From an optimization exercise on the open Yosys and OpenROAD flow, aimed at small area, a short achievable clock period and few clock cycles per item; shortcuts taken in it are not production practice. At most, simulation tests tie the RTL to the original design; equivalence was not proved. Power figures rest on the tool's default switching activity, not on a simulated workload.

==> run a: inputs <==
==> flow/design.v <==
module hw_scan_ctrl #(
  parameter int VEC_W   = 1024,
  parameter int WORD_W  = 32,
  parameter int MAX_LOC = 32
) (
  input  logic                       clk,
  input  logic                       rst,
  input  logic                       i_in_valid,
  output logic                       o_in_ready,
  input  logic [VEC_W-1:0]           i_in_data,
  output logic                       o_loc_valid,
  input  logic                       i_loc_ready,
  output logic [$clog2(VEC_W)-1:0]   o_loc_data,
  output logic [$clog2(MAX_LOC)-1:0] o_loc_ord,
  output logic                       o_done_valid,
  input  logic                       i_done_ready,
  output logic [$clog2(VEC_W):0]     o_done_count,
  output logic                       o_done_trunc
);
  localparam int NW    = VEC_W / WORD_W;
  localparam int IDX_W = $clog2(NW);
  localparam int BIT_W = $clog2(WORD_W);
  localparam int LOC_W = $clog2(VEC_W);
  localparam int ORD_W = $clog2(MAX_LOC);
  localparam int CNT_W = LOC_W + 1;
  localparam int NQ    = WORD_W / 8;       
  function automatic logic [NW-1:0] lowest1h(input logic [NW-1:0] x);
    logic seen;
    seen = 1'b0;
    for (int i = 0; i < NW; i++) begin
      lowest1h[i] = x[i] & ~seen;
      seen        = seen | x[i];
    end
  endfunction
  function automatic logic [NW-1:0] highest1h(input logic [NW-1:0] x);
    logic seen;
    seen = 1'b0;
    for (int i = NW - 1; i >= 0; i--) begin
      highest1h[i] = x[i] & ~seen;
      seen         = seen | x[i];
    end
  endfunction
  function automatic logic atmost1(input logic [NW-1:0] x);
    logic seen, two;
    seen = 1'b0;
    two  = 1'b0;
    for (int i = 0; i < NW; i++) begin
      two  = two | (x[i] & seen);
      seen = seen | x[i];
    end
    atmost1 = ~two;
  endfunction
  function automatic logic [WORD_W-1:0] lowbit1h(input logic [WORD_W-1:0] x);
    logic seen;
    seen = 1'b0;
    for (int i = 0; i < WORD_W; i++) begin
      lowbit1h[i] = x[i] & ~seen;
      seen        = seen | x[i];
    end
  endfunction
  function automatic logic [BIT_W-1:0] enc32(input logic [WORD_W-1:0] oh);
    enc32 = '0;
    for (int i = 0; i < WORD_W; i++) if (oh[i]) enc32 = enc32 | BIT_W'(i);
  endfunction
  function automatic logic [IDX_W-1:0] encw(input logic [NW-1:0] oh);
    encw = '0;
    for (int i = 0; i < NW; i++) if (oh[i]) encw = encw | IDX_W'(i);
  endfunction
  function automatic logic [3:0] popcnt8(input logic [7:0] b);
    logic [1:0] s1 [4];
    logic [2:0] s2 [2];
    for (int i = 0; i < 4; i++) s1[i] = {1'b0, b[2*i]} + {1'b0, b[2*i+1]};
    for (int i = 0; i < 2; i++) s2[i] = {1'b0, s1[2*i]} + {1'b0, s1[2*i+1]};
    popcnt8 = {1'b0, s2[0]} + {1'b0, s2[1]};
  endfunction
  logic [VEC_W-1:0]  r_vec;
  logic [NW-1:0]     r_rb, r_sb;    
  logic [NW-1:0]     r_rp, r_sp;    
  logic              r_rbAny, r_rpAny;
  logic              r_rdy, r_busy, r_endPend;
  logic [WORD_W-1:0] r_f;
  logic              r_fV, r_fLast;
  logic [4*NQ-1:0]   r_g;
  logic              r_gV, r_gLast;
  logic [CNT_W-1:0]  r_acc;
  logic [2:0]        r_cV;
  logic [CNT_W-1:0]  r_c0, r_c1, r_c2;
  logic              r_wV, r_wEnd, r_pV, r_pEnd;
  logic [WORD_W-1:0] r_wBits, r_pBits;
  logic [IDX_W-1:0]  r_wIdx, r_pIdx;
  logic              r_lv, r_dv, r_dt, r_cap;
  logic [LOC_W-1:0]  r_ld;
  logic [ORD_W-1:0]  r_ord, r_lo;
  logic [CNT_W-1:0]  r_dc;
  logic [NW-1:0]     w_nzIn;
  always_comb
    for (int j = 0; j < NW; j++) w_nzIn[j] = |i_in_data[j*WORD_W +: WORD_W];
  logic              w_acc, w_canPush, w_endInQ, w_capSame;
  logic              w_beatF, w_popF, w_fetch, w_fetchDone;
  logic [NW-1:0]     w_sel, w_rbRem, w_rpRem;
  logic [WORD_W-1:0] w_word;
  logic              w_endPush, w_push, w_pushEnd;
  assign w_acc     = r_rdy & i_in_valid;
  assign w_canPush = ~r_pV;
  assign w_endInQ  = (r_wV & r_wEnd) | (r_pV & r_pEnd);
  assign w_capSame = r_cap & ~w_endInQ;
  assign w_beatF   = r_busy & ~r_endPend & w_canPush & r_rbAny & ~w_capSame;
  assign w_popF    = r_busy & ~r_endPend & ~w_beatF & r_rpAny;
  assign w_fetch   = w_beatF | w_popF;
  assign w_sel     = w_beatF ? r_sb : r_sp;
  always_comb begin
    w_word = '0;
    for (int j = 0; j < NW; j++) w_word = w_word | ({WORD_W{w_sel[j]}} & r_vec[j*WORD_W +: WORD_W]);
  end
  assign w_rbRem     = r_rb & ~(w_beatF ? r_sb : '0);
  assign w_rpRem     = r_rp & ~(w_fetch ? w_sel : '0);
  assign w_fetchDone = r_busy & ~r_endPend & ~(|w_rpRem) & (~(|w_rbRem) | w_capSame);
  assign w_endPush = (r_endPend | (w_fetchDone & ~w_beatF)) & w_canPush;
  assign w_push    = w_beatF | w_endPush;
  assign w_pushEnd = ~w_beatF;
  logic [4*NQ-1:0]   w_gNext;
  logic [CNT_W-1:0]  w_gSum, w_accNext;
  always_comb begin
    for (int q = 0; q < NQ; q++) w_gNext[4*q +: 4] = r_fV ? popcnt8(r_f[8*q +: 8]) : 4'd0;
    w_gSum = '0;
    for (int q = 0; q < NQ; q++) w_gSum = w_gSum + CNT_W'(r_g[4*q +: 4]);
  end
  assign w_accNext = r_acc + (r_gV ? w_gSum : '0);
  logic              w_outFree, w_act, w_beat, w_pop, w_multi, w_lastOrd, w_capNext, w_drop;
  logic [WORD_W-1:0] w_bit1h;
  assign w_outFree = ~(r_lv & ~i_loc_ready) & ~(r_dv & ~i_done_ready);
  logic              w_cntAvail;
  logic [CNT_W-1:0]  w_cntHead;
  assign w_cntAvail = r_cV[0] | r_gLast;
  assign w_cntHead  = r_cV[0] ? r_c0 : w_accNext;
  assign w_act     = w_outFree & r_wV & (~r_wEnd | w_cntAvail);
  assign w_beat    = w_act & ~r_wEnd & ~r_cap;
  assign w_bit1h   = lowbit1h(r_wBits);
  assign w_multi   = |(r_wBits & ~w_bit1h);
  assign w_lastOrd = (r_ord == ORD_W'(MAX_LOC - 1));
  assign w_pop     = w_act & (r_wEnd | r_cap | ~w_multi | w_lastOrd);
  assign w_capNext = r_cap | (w_beat & w_lastOrd);
  assign w_drop    = w_capNext & ~r_wEnd;
  logic [2:0]       w_cVN;
  logic [CNT_W-1:0] w_c0N, w_c1N, w_c2N;
  logic             w_cRd;
  assign w_cRd = w_act & r_wEnd;
  always_comb begin
    w_cVN = r_cV;
    w_c0N = r_c0;
    w_c1N = r_c1;
    w_c2N = r_c2;
    if (w_cRd & r_cV[0]) begin
      w_cVN = {1'b0, r_cV[2:1]};
      w_c0N = r_c1;
      w_c1N = r_c2;
    end
    if (r_gLast & ~(w_cRd & ~r_cV[0])) begin
      if (~w_cVN[0]) begin
        w_cVN[0] = 1'b1;
        w_c0N    = w_accNext;
      end else if (~w_cVN[1]) begin
        w_cVN[1] = 1'b1;
        w_c1N    = w_accNext;
      end else begin
        w_cVN[2] = 1'b1;
        w_c2N    = w_accNext;
      end
    end
  end
  logic          w_busyN, w_endPendN, w_pVN, w_rdyN, w_qPop;
  logic [NW-1:0] w_rbN, w_rpN;
  assign w_busyN    = w_acc | (r_busy & ~w_fetchDone);
  assign w_endPendN = (r_endPend | w_fetchDone) & ~w_endPush;
  assign w_qPop     = ~r_wV | w_pop;
  assign w_pVN      = w_qPop ? 1'b0 : (r_pV | w_push);
  assign w_rbN      = r_rdy ? w_nzIn : w_rbRem;
  assign w_rpN      = r_rdy ? w_nzIn : w_rpRem;
  assign w_rdyN     = ~w_busyN |
                      (~w_endPendN & atmost1(w_rbN | w_rpN) & (~(|w_rbN) | ~w_pVN));
  always_ff @(posedge clk) begin
    if (r_rdy | ~r_busy) r_vec <= i_in_data;
  end
  always_ff @(posedge clk or posedge rst) begin
    if (rst) begin
      r_rdy     <= 1'b1;
      r_busy    <= 1'b0;
      r_endPend <= 1'b0;
      r_fV      <= 1'b0;
      r_fLast   <= 1'b0;
      r_gV      <= 1'b0;
      r_gLast   <= 1'b0;
      r_acc     <= '0;
      r_cV      <= '0;
      r_wV      <= 1'b0;
      r_pV      <= 1'b0;
      r_lv      <= 1'b0;
      r_dv      <= 1'b0;
      r_ord     <= '0;
      r_cap     <= 1'b0;
    end else begin
      r_rdy     <= w_rdyN;
      r_busy    <= w_busyN;
      r_endPend <= w_endPendN;
      r_fV    <= w_fetch & |(r_rp & w_sel);
      r_fLast <= w_fetchDone;
      r_gV    <= r_fV;
      r_gLast <= r_fLast;
      r_acc   <= r_gLast ? '0 : w_accNext;
      r_cV <= w_cVN;
      if (~r_wV | w_pop) begin
        if (r_pV) begin
          r_wV <= ~(w_drop & ~r_pEnd);
          r_pV <= 1'b0;
        end else begin
          r_wV <= w_push & ~(w_drop & ~w_pushEnd);
        end
      end else if (w_push) begin
        r_pV <= 1'b1;
      end
      if (w_act) begin
        if (r_wEnd) begin
          r_ord <= '0;
          r_cap <= 1'b0;
        end else if (~r_cap) begin
          r_ord <= r_ord + 1'b1;
          if (w_lastOrd) r_cap <= 1'b1;
        end
      end
      if (w_outFree) begin
        r_lv <= w_beat;
        r_dv <= w_act & r_wEnd;
      end
    end
  end
  always_ff @(posedge clk) begin
    if (r_rdy) begin
      r_rb    <= w_nzIn;
      r_rp    <= w_nzIn;
      r_sb    <= lowest1h(w_nzIn);
      r_sp    <= highest1h(w_nzIn);
      r_rbAny <= |w_nzIn;
      r_rpAny <= |w_nzIn;
    end else begin
      r_rb    <= w_rbRem;
      r_rp    <= w_rpRem;
      r_sb    <= lowest1h(w_rbRem);
      r_sp    <= highest1h(w_rpRem);
      r_rbAny <= |w_rbRem;
      r_rpAny <= |w_rpRem;
    end
    r_f <= w_word;
    r_g <= w_gNext;
    r_c0 <= w_c0N;
    r_c1 <= w_c1N;
    r_c2 <= w_c2N;
    if (~r_wV | w_pop) begin
      if (r_pV) begin
        r_wEnd  <= r_pEnd;
        r_wBits <= r_pBits;
        r_wIdx  <= r_pIdx;
      end else begin
        r_wEnd  <= w_pushEnd;
        r_wBits <= w_word;
        r_wIdx  <= encw(w_sel);
      end
    end else begin
      if (w_beat) r_wBits <= r_wBits & ~w_bit1h;
      if (w_push) begin
        r_pEnd  <= w_pushEnd;
        r_pBits <= w_word;
        r_pIdx  <= encw(w_sel);
      end
    end
    if (w_act) begin
      if (r_wEnd) begin
        r_dc <= w_cntHead;
        r_dt <= (w_cntHead > CNT_W'(MAX_LOC));
      end else if (~r_cap) begin
        r_ld <= {r_wIdx, enc32(w_bit1h)};
        r_lo <= r_ord;
      end
    end
  end
  assign o_in_ready   = r_rdy;
  assign o_loc_valid  = r_lv;
  assign o_loc_data   = r_ld;
  assign o_loc_ord    = r_lo;
  assign o_done_valid = r_dv;
  assign o_done_count = r_dc;
  assign o_done_trunc = r_dt;
endmodule
==> flow/run.sh <==
#!/bin/bash
# synth_recipe.tcl (not shown) runs the flow's synth.tcl, then flattens the netlist and writes it again
# the make line also repeats each setting of config.mk as NAME=value (left out here)
make -C /OpenROAD-flow-scripts/flow DESIGN_CONFIG=/design/flow/config.mk WORK_HOME=/design/flow/orfs CLKGATE_MAP_FILE= SYNTH_SCRIPT=/design/flow/synth_recipe.tcl finish
==> flow/config.mk <==
export PLATFORM = sky130hd
export DESIGN_NAME = hw_scan_ctrl
export DESIGN_NICKNAME = hw_scan_ctrl
export VERILOG_FILES = /design/flow/design.v
export SDC_FILE = /design/flow/constraint.sdc
export NUM_CORES = 4
export LEC_CHECK = 0
export CAP_MARGIN = 20
export CORE_MARGIN = 2
export CORE_UTILIZATION = 40
export SLEW_MARGIN = 20
==> flow/constraint.sdc <==
create_clock -name core_clock -period 8.5 [get_ports {clk}]
set_input_delay 1.7000 -clock core_clock [delete_from_list [all_inputs] [get_ports {clk}]]
set_output_delay 1.7000 -clock core_clock [all_outputs]
set_load 0.01 [all_outputs]
==> inputs of run b, as changes to run a <==
--- a/flow/design.v
+++ b/flow/design.v
@@ -40,15 +40,17 @@
       seen         = seen | x[i];
     end
   endfunction
-  function automatic logic atmost1(input logic [NW-1:0] x);
-    logic seen, two;
-    seen = 1'b0;
-    two  = 1'b0;
+  function automatic logic [1:0] atmost12(input logic [NW-1:0] x);
+    logic s1, s2, s3;
+    s1 = 1'b0;
+    s2 = 1'b0;
+    s3 = 1'b0;
     for (int i = 0; i < NW; i++) begin
-      two  = two | (x[i] & seen);
-      seen = seen | x[i];
-    end
-    atmost1 = ~two;
+      s3 = s3 | (x[i] & s2);
+      s2 = s2 | (x[i] & s1);
+      s1 = s1 | x[i];
+    end
+    atmost12 = {~s2, ~s3};
   endfunction
   function automatic logic [WORD_W-1:0] lowbit1h(input logic [WORD_W-1:0] x);
     logic seen;
@@ -76,7 +78,9 @@
   logic [VEC_W-1:0]  r_vec;
   logic [NW-1:0]     r_rb, r_sb;    
   logic [NW-1:0]     r_rp, r_sp;    
-  logic              r_rbAny, r_rpAny;
+  logic              r_rbAny, r_rbOne, r_rpAny, r_rpOne;
+  logic              r_sbInRp, r_spInRb, r_sbIsSp;
+  logic              r_uLe1, r_uLe2;   
   logic              r_rdy, r_busy, r_endPend;
   logic [WORD_W-1:0] r_f;
   logic              r_fV, r_fLast;
@@ -95,16 +99,15 @@
   logic [NW-1:0]     w_nzIn;
   always_comb
     for (int j = 0; j < NW; j++) w_nzIn[j] = |i_in_data[j*WORD_W +: WORD_W];
-  logic              w_acc, w_canPush, w_endInQ, w_capSame;
-  logic              w_beatF, w_popF, w_fetch, w_fetchDone;
+  logic              w_acc, w_endInQ, w_capSame;
+  logic              w_beatF, w_popF, w_fetch, w_fetchDone, w_rbRemE, w_rpRemE;
   logic [NW-1:0]     w_sel, w_rbRem, w_rpRem;
   logic [WORD_W-1:0] w_word;
   logic              w_endPush, w_push, w_pushEnd;
   assign w_acc     = r_rdy & i_in_valid;
-  assign w_canPush = ~r_pV;
   assign w_endInQ  = (r_wV & r_wEnd) | (r_pV & r_pEnd);
   assign w_capSame = r_cap & ~w_endInQ;
-  assign w_beatF   = r_busy & ~r_endPend & w_canPush & r_rbAny & ~w_capSame;
+  assign w_beatF   = r_busy & ~r_endPend & ~r_pV & r_rbAny & ~w_capSame;
   assign w_popF    = r_busy & ~r_endPend & ~w_beatF & r_rpAny;
   assign w_fetch   = w_beatF | w_popF;
   assign w_sel     = w_beatF ? r_sb : r_sp;
@@ -112,10 +115,13 @@
     w_word = '0;
     for (int j = 0; j < NW; j++) w_word = w_word | ({WORD_W{w_sel[j]}} & r_vec[j*WORD_W +: WORD_W]);
   end
-  assign w_rbRem     = r_rb & ~(w_beatF ? r_sb : '0);
-  assign w_rpRem     = r_rp & ~(w_fetch ? w_sel : '0);
-  assign w_fetchDone = r_busy & ~r_endPend & ~(|w_rpRem) & (~(|w_rbRem) | w_capSame);
-  assign w_endPush = (r_endPend | (w_fetchDone & ~w_beatF)) & w_canPush;
+  assign w_rbRem  = r_rb & ~(w_beatF ? r_sb : '0);
+  assign w_rpRem  = r_rp & ~(w_fetch ? w_sel : '0);
+  assign w_rbRemE = w_beatF ? r_rbOne : ~r_rbAny;
+  assign w_rpRemE = w_beatF ? (~r_rpAny | (r_rpOne & r_sbIsSp)) :
+                    w_popF  ? r_rpOne : ~r_rpAny;
+  assign w_fetchDone = r_busy & ~r_endPend & w_rpRemE & (w_rbRemE | w_capSame);
+  assign w_endPush = (r_endPend | (w_fetchDone & ~w_beatF)) & ~r_pV;
   assign w_push    = w_beatF | w_endPush;
   assign w_pushEnd = ~w_beatF;
   logic [4*NQ-1:0]   w_gNext;
@@ -127,20 +133,21 @@
   end
   assign w_accNext = r_acc + (r_gV ? w_gSum : '0);
   logic              w_outFree, w_act, w_beat, w_pop, w_multi, w_lastOrd, w_capNext, w_drop;
+  logic              w_cntAvail, w_qPop;
+  logic [CNT_W-1:0]  w_cntHead;
   logic [WORD_W-1:0] w_bit1h;
-  assign w_outFree = ~(r_lv & ~i_loc_ready) & ~(r_dv & ~i_done_ready);
-  logic              w_cntAvail;
-  logic [CNT_W-1:0]  w_cntHead;
   assign w_cntAvail = r_cV[0] | r_gLast;
   assign w_cntHead  = r_cV[0] ? r_c0 : w_accNext;
-  assign w_act     = w_outFree & r_wV & (~r_wEnd | w_cntAvail);
-  assign w_beat    = w_act & ~r_wEnd & ~r_cap;
-  assign w_bit1h   = lowbit1h(r_wBits);
-  assign w_multi   = |(r_wBits & ~w_bit1h);
-  assign w_lastOrd = (r_ord == ORD_W'(MAX_LOC - 1));
-  assign w_pop     = w_act & (r_wEnd | r_cap | ~w_multi | w_lastOrd);
-  assign w_capNext = r_cap | (w_beat & w_lastOrd);
-  assign w_drop    = w_capNext & ~r_wEnd;
+  assign w_outFree  = ~(r_lv & ~i_loc_ready) & ~(r_dv & ~i_done_ready);
+  assign w_act      = w_outFree & r_wV & (~r_wEnd | w_cntAvail);
+  assign w_beat     = w_act & ~r_wEnd & ~r_cap;
+  assign w_bit1h    = lowbit1h(r_wBits);
+  assign w_multi    = |(r_wBits & ~w_bit1h);
+  assign w_lastOrd  = (r_ord == ORD_W'(MAX_LOC - 1));
+  assign w_pop      = w_act & (r_wEnd | r_cap | ~w_multi | w_lastOrd);
+  assign w_qPop     = ~r_wV | w_pop;
+  assign w_capNext  = r_cap | (w_beat & w_lastOrd);
+  assign w_drop     = w_capNext & ~r_wEnd;
   logic [2:0]       w_cVN;
   logic [CNT_W-1:0] w_c0N, w_c1N, w_c2N;
   logic             w_cRd;
@@ -168,16 +175,26 @@
       end
     end
   end
-  logic          w_busyN, w_endPendN, w_pVN, w_rdyN, w_qPop;
+  logic          w_busyN, w_endPendN, w_pVN, w_rdyN, w_uNLe1, w_rbNE;
   logic [NW-1:0] w_rbN, w_rpN;
+  logic [1:0]    w_inLe;
   assign w_busyN    = w_acc | (r_busy & ~w_fetchDone);
   assign w_endPendN = (r_endPend | w_fetchDone) & ~w_endPush;
-  assign w_qPop     = ~r_wV | w_pop;
   assign w_pVN      = w_qPop ? 1'b0 : (r_pV | w_push);
+  assign w_inLe     = atmost12(w_nzIn);
+  assign w_uNLe1    = r_rdy ? w_inLe[1] :
+                      (r_uLe1 | (r_uLe2 & (w_beatF | (w_popF & ~r_spInRb))));
+  assign w_rbNE     = r_rdy ? ~(|w_nzIn) : w_rbRemE;
+  assign w_rdyN     = ~w_busyN | (~w_endPendN & w_uNLe1 & (w_rbNE | ~w_pVN));
   assign w_rbN      = r_rdy ? w_nzIn : w_rbRem;
   assign w_rpN      = r_rdy ? w_nzIn : w_rpRem;
-  assign w_rdyN     = ~w_busyN |
-                      (~w_endPendN & atmost1(w_rbN | w_rpN) & (~(|w_rbN) | ~w_pVN));
+  logic [NW-1:0] w_sbN, w_spN;
+  logic [1:0]    w_uN12, w_rbN12, w_rpN12;
+  assign w_rbN12 = atmost12(w_rbN);
+  assign w_rpN12 = atmost12(w_rpN);
+  assign w_sbN  = lowest1h(w_rbN);
+  assign w_spN  = highest1h(w_rpN);
+  assign w_uN12 = atmost12(w_rbN | w_rpN);
   always_ff @(posedge clk) begin
     if (r_rdy | ~r_busy) r_vec <= i_in_data;
   end
@@ -202,13 +219,13 @@
       r_rdy     <= w_rdyN;
       r_busy    <= w_busyN;
       r_endPend <= w_endPendN;
-      r_fV    <= w_fetch & |(r_rp & w_sel);
+      r_fV    <= w_beatF ? r_sbInRp : w_popF;
       r_fLast <= w_fetchDone;
       r_gV    <= r_fV;
       r_gLast <= r_fLast;
       r_acc   <= r_gLast ? '0 : w_accNext;
-      r_cV <= w_cVN;
-      if (~r_wV | w_pop) begin
+      r_cV    <= w_cVN;
+      if (w_qPop) begin
         if (r_pV) begin
           r_wV <= ~(w_drop & ~r_pEnd);
           r_pV <= 1'b0;
@@ -234,27 +251,25 @@
     end
   end
   always_ff @(posedge clk) begin
-    if (r_rdy) begin
-      r_rb    <= w_nzIn;
-      r_rp    <= w_nzIn;
-      r_sb    <= lowest1h(w_nzIn);
-      r_sp    <= highest1h(w_nzIn);
-      r_rbAny <= |w_nzIn;
-      r_rpAny <= |w_nzIn;
-    end else begin
-      r_rb    <= w_rbRem;
-      r_rp    <= w_rpRem;
-      r_sb    <= lowest1h(w_rbRem);
-      r_sp    <= highest1h(w_rpRem);
-      r_rbAny <= |w_rbRem;
-      r_rpAny <= |w_rpRem;
-    end
+    r_rb     <= w_rbN;
+    r_rp     <= w_rpN;
+    r_sb     <= w_sbN;
+    r_sp     <= w_spN;
+    r_rbAny  <= |w_rbN;
+    r_rpAny  <= |w_rpN;
+    r_rbOne  <= (|w_rbN) & w_rbN12[1];
+    r_rpOne  <= (|w_rpN) & w_rpN12[1];
+    r_sbInRp <= |(w_sbN & w_rpN);
+    r_spInRb <= |(w_spN & w_rbN);
+    r_sbIsSp <= |(w_sbN & w_spN);
+    r_uLe1   <= w_uN12[1];
+    r_uLe2   <= w_uN12[0];
     r_f <= w_word;
     r_g <= w_gNext;
     r_c0 <= w_c0N;
     r_c1 <= w_c1N;
     r_c2 <= w_c2N;
-    if (~r_wV | w_pop) begin
+    if (w_qPop) begin
       if (r_pV) begin
         r_wEnd  <= r_pEnd;
         r_wBits <= r_pBits;
==> flow/flow/run.sh (new file) <==
#!/bin/bash
# Layout flow: the standard flow, with the port buffers made of the smallest buffer cell.
cp standard.sh standard_sh.log
export BUFFER_PORTS_ARGS="-buffer_cell sky130_fd_sc_hd__buf_1"
bash standard.sh > standard.log 2>&1
==> flow/standard.sh (new file) <==
#!/bin/bash
# synth_recipe.tcl (not shown) runs the flow's synth.tcl, then flattens the netlist and writes it again
# the make line also repeats each setting of config.mk as NAME=value (left out here)
make -C /OpenROAD-flow-scripts/flow DESIGN_CONFIG=/design/flow/config.mk WORK_HOME=/design/flow/orfs CLKGATE_MAP_FILE= SYNTH_SCRIPT=/design/flow/synth_recipe.tcl "${@:-finish}"
removed: flow/run.sh
==> notes <==
- In run b the cell count is larger than in run a, by 4.1%.
- Between run a and run b, the lower sequential power is in run a (gap 20%, measured against run b).
- Of run a and run b, run b has the higher synthesized area (gap 1.7%, measured against run b).
- In critical path depth, run a and run b do not differ.
Testbench counts of run b, summed over its fixed seeds: cycles 32,205, items 1,920.
The RTL of run a was laid out without a check of its function.

## re-timing with driven ports
No port has a modelled driver above. Below, the same layouts with a new extraction and two added sets of constraints. Step 1 sets driving cells, clkbuf_16 on the clock port and buf_2 on the other inputs (assumed; they add their load-dependent delay and slew). Step 2 times the ports against the registers' clock, not the clock port: input delays grow and output delays shrink by t, the midpoint of the rising clock arrivals with the driver on. a / b / c = ideal ports / drivers / drivers and shift; a / b = the first two.
run	t, ns	setup WS [ns]	hold slack, ns	worst setup path after step 2
run a	0.859	2.133 / 2.196 / 1.336	0.364 / 0.364 / 0.364	input to register
run b	0.875	1.754 / 1.801 / 0.925	0.349 / 0.349 / 0.349	input to register
After both steps setup and hold are still met in every run listed. For run b, which loses most, drivers alone change the setup slack by +0.047 ns; drivers and shift together by -0.829 ns.
